This is an optimization exercise on Yosys and OpenROAD, whose aim is small area, a short achievable clock period and few clock cycles per item, not a production implementation.
Function was checked by simulation only, so behaviour that the tests miss may differ from the original.
Power figures rest on the tool's default switching activity, not on a simulated workload.

## cpu16_core
module cpu16_core #(
  parameter logic [11:0] RESET_PC = 12'h000
) (
  input  logic        CLOCK_50,
  input  logic        reset,
  input  logic [15:0] inst,
  output logic [11:0] pc,
  output logic        retire,
  output logic        halted,
  input  logic [3:0]  dbg_sel,
  output logic [15:0] dbg_data
);
export LEC_CHECK = 0
export CAP_MARGIN = 20
export CORE_MARGIN = 2
export CORE_UTILIZATION = 40
export CTS_CLUSTER_DIAMETER = 80
export CTS_CLUSTER_SIZE = 25
export SETUP_SLACK_MARGIN = 3.9
export SLEW_MARGIN = 20
create_clock -name core_clock -period 10.0 [get_ports {CLOCK_50}]
standard.sh (not shown) runs the stock make flow with config.mk's settings and CLKGATE_MAP_FILE= SYNTH_SCRIPT=/design/flow/synth_recipe.tcl, a recipe that flattens the netlist after the stock synthesis.
==> flow/flow/run.sh <==
#!/bin/bash
# The standard layout (standard.sh, unchanged steps and settings), except that the port
# buffers are buf_2 cells instead of the delay buffers buffer_ports picks by default.
set -euo pipefail
export BUFFER_PORTS_ARGS="-buffer_cell sky130_fd_sc_hd__buf_2"
bash standard.sh > standard.log 2>&1
Testbench counts at the start, summed over its fixed seeds: cycles 12,139, instrs 10,943.
Then changed:
==> flow/run.sh (new file) <==
#!/bin/bash
# synth_recipe.tcl (not shown) runs the flow's synth.tcl, then flattens the netlist and writes it again
# the make line also repeats each setting of config.mk as NAME=value (left out here)
make -C /OpenROAD-flow-scripts/flow DESIGN_CONFIG=/design/flow/config.mk WORK_HOME=/design/flow/orfs CLKGATE_MAP_FILE= SYNTH_SCRIPT=/design/flow/synth_recipe.tcl finish
Settings changed: TNS_END_PERCENT set to 0.
removed: flow/flow/run.sh
removed: flow/standard.sh
After rerunning:
- The changed run completed with no timing, DRC or antenna violations
- routed wire length came out higher by a few percent
- synthesized cell count stays the same
- clock skew drops by 0.0046 ns
- non-clock buffer count grows by 28
- worst setup slack degrades by 0.18 ns
- synthesized area stays the same
- design area is higher slightly
- first-iteration DRC count falls slightly


Another version of the RTL of cpu16_core (not shown whole).
For scale: roughly 52 I/O pins.
==> flow/config.mk <==
export PLATFORM = sky130hd
export DESIGN_NAME = cpu16_core
export DESIGN_NICKNAME = cpu16_core
export VERILOG_FILES = /design/flow/design.v
export SDC_FILE = /design/flow/constraint.sdc
export NUM_CORES = 4
export LEC_CHECK = 0
export CAP_MARGIN = 20
export CORE_MARGIN = 2
export CORE_UTILIZATION = 40
export CTS_CLUSTER_DIAMETER = 80
export CTS_CLUSTER_SIZE = 25
export SETUP_SLACK_MARGIN = 3.9
export SLEW_MARGIN = 20
==> flow/constraint.sdc <==
create_clock -name core_clock -period 10.0 [get_ports {CLOCK_50}]
set_input_delay 2.0000 -clock core_clock [delete_from_list [all_inputs] [get_ports {CLOCK_50}]]
set_output_delay 2.0000 -clock core_clock [all_outputs]
set_load 0.01 [all_outputs]
==> flow/flow/run.sh <==
#!/bin/bash
# Standard layout, plus power recovery (downsizing of cells off the critical paths)
# after global routing.
set -euo pipefail
RECOVER_POWER=100 bash standard.sh > standard.log 2>&1
The starting point finished with capacitance limit, slew limit left.
Testbench counts at the start, summed over its fixed seeds: cycles 12,426, instrs 10,943.
Rerun with:
==> flow/run.sh (new file) <==
#!/bin/bash
# synth_recipe.tcl (not shown) runs the flow's synth.tcl, then flattens the netlist and writes it again
# the make line also repeats each setting of config.mk as NAME=value (left out here)
make -C /OpenROAD-flow-scripts/flow DESIGN_CONFIG=/design/flow/config.mk WORK_HOME=/design/flow/orfs CLKGATE_MAP_FILE= SYNTH_SCRIPT=/design/flow/synth_recipe.tcl finish
--- a/flow/config.mk
+++ b/flow/config.mk
@@ -12,3 +12,3 @@
 export CTS_CLUSTER_SIZE = 25
-export SETUP_SLACK_MARGIN = 3.9
+export SETUP_SLACK_MARGIN = 4.3
 export SLEW_MARGIN = 20
removed: flow/flow/run.sh
removed: flow/standard.sh
The new run went through all stages and came out clean.
Cell area grows by 7.6%.
Power grows by 1.6%.
Setup slack gets better by 2.1 ns.
Area after synthesis stays the same.
Global-route usage grows by 0.31 points.
Via count grows by 3.7%.
Non-clock buffer count grows by 122.
Routed wire length grows by 2.1%.
Cell count grows by 4.0%.
Sequential power barely changes.
Rerun with:
==> flow/flow/run.sh (new file) <==
#!/bin/bash
# The standard layout (standard.sh, unchanged steps and settings), except that the port
# buffers are buf_2 cells instead of the delay buffers buffer_ports picks by default.
set -euo pipefail
export BUFFER_PORTS_ARGS="-buffer_cell sky130_fd_sc_hd__buf_2"
bash standard.sh > standard.log 2>&1
==> flow/standard.sh (new file) <==
#!/bin/bash
# synth_recipe.tcl (not shown) runs the flow's synth.tcl, then flattens the netlist and writes it again
# the make line also repeats each setting of config.mk as NAME=value (left out here)
make -C /OpenROAD-flow-scripts/flow DESIGN_CONFIG=/design/flow/config.mk WORK_HOME=/design/flow/orfs CLKGATE_MAP_FILE= SYNTH_SCRIPT=/design/flow/synth_recipe.tcl "${@:-finish}"
--- a/flow/config.mk
+++ b/flow/config.mk
@@ -12,3 +12,3 @@
 export CTS_CLUSTER_SIZE = 25
-export SETUP_SLACK_MARGIN = 4.3
+export SETUP_SLACK_MARGIN = 3.9
 export SLEW_MARGIN = 20
removed: flow/run.sh
Outcome:
- The new run completed with no timing, DRC or antenna violations
- synthesized area does not change
- sequential share of layout area came out higher by 2.7 points
- via count falls by 4.7%
- setup slack got worse by 0.059 ns
- sequential cell count does not change
- non-clock buffer count goes down by 140
- die area is unchanged
- cell count went down by 4.4%
- utilization is lower by 3.8 points
- total power is lower by 1.4%
Rerun with:
==> flow/run.sh (new file) <==
#!/bin/bash
# synth_recipe.tcl (not shown) runs the flow's synth.tcl, then flattens the netlist and writes it again
# the make line also repeats each setting of config.mk as NAME=value (left out here)
make -C /OpenROAD-flow-scripts/flow DESIGN_CONFIG=/design/flow/config.mk WORK_HOME=/design/flow/orfs CLKGATE_MAP_FILE= SYNTH_SCRIPT=/design/flow/synth_recipe.tcl finish
--- a/flow/config.mk
+++ b/flow/config.mk
@@ -10,4 +10,2 @@
 export CORE_UTILIZATION = 40
-export CTS_CLUSTER_DIAMETER = 80
-export CTS_CLUSTER_SIZE = 25
 export SETUP_SLACK_MARGIN = 3.9
removed: flow/flow/run.sh
removed: flow/standard.sh
Via count rises by a few percent.
Synthesized area is unchanged.
Register-to-register slack degrades by 0.05 ns.
Setup slack improves by 0.025 ns.
Power rises by roughly a tenth.
Cell count rises by a few percent.
Worst hold slack hardly moves.
Routed wire length rises by a few percent.
Global-route usage rises by 1.6 points.

## separate check: timing with driven ports
How much do the figures lean on ideal ports? The routed layouts below were timed once more, with nothing changed but the port constraints. Step 1 assumes that a clkbuf_16 drives the clock port and a buf_2 every other input. Step 2 times the ports against the registers' clock, not the clock port: input delays grow and output delays shrink by t, the midpoint of the rising clock arrivals with the driver on. Three values: no drivers, after step 1, after step 2; two values: the first two.
run | t, ns | slack for setup (ns) | worst setup path after step 2 | clock arrival spread, ns | cell pins on the clock port's net
the first run of note 1 | 0.637 | 3.878 / 3.828 / 3.828 | input to output | 0.051 / 0.051 | 1
the second run of note 1 | 0.657 | 3.701 / 3.679 / 3.679 | input to output | 0.047 / 0.046 | 1
the first run of note 2 | 0.623 | 1.813 / 1.783 / 1.783 | input to output | 0.038 / 0.038 | 1
the second run of note 2 | 0.631 | 3.927 / 3.828 / 3.828 | input to output | 0.021 / 0.021 | 1
the third run of note 2 | 0.639 | 3.868 / 3.827 / 3.786 | input to register | 0.034 / 0.035 | 1
the fourth run of note 2 | 0.635 | 3.893 / 3.848 / 3.468 | input to register | 0.031 / 0.032 | 1
The setup slack of the fourth run of note 2, which loses most, moves by -0.045 ns with the drivers and by -0.425 ns with both steps.
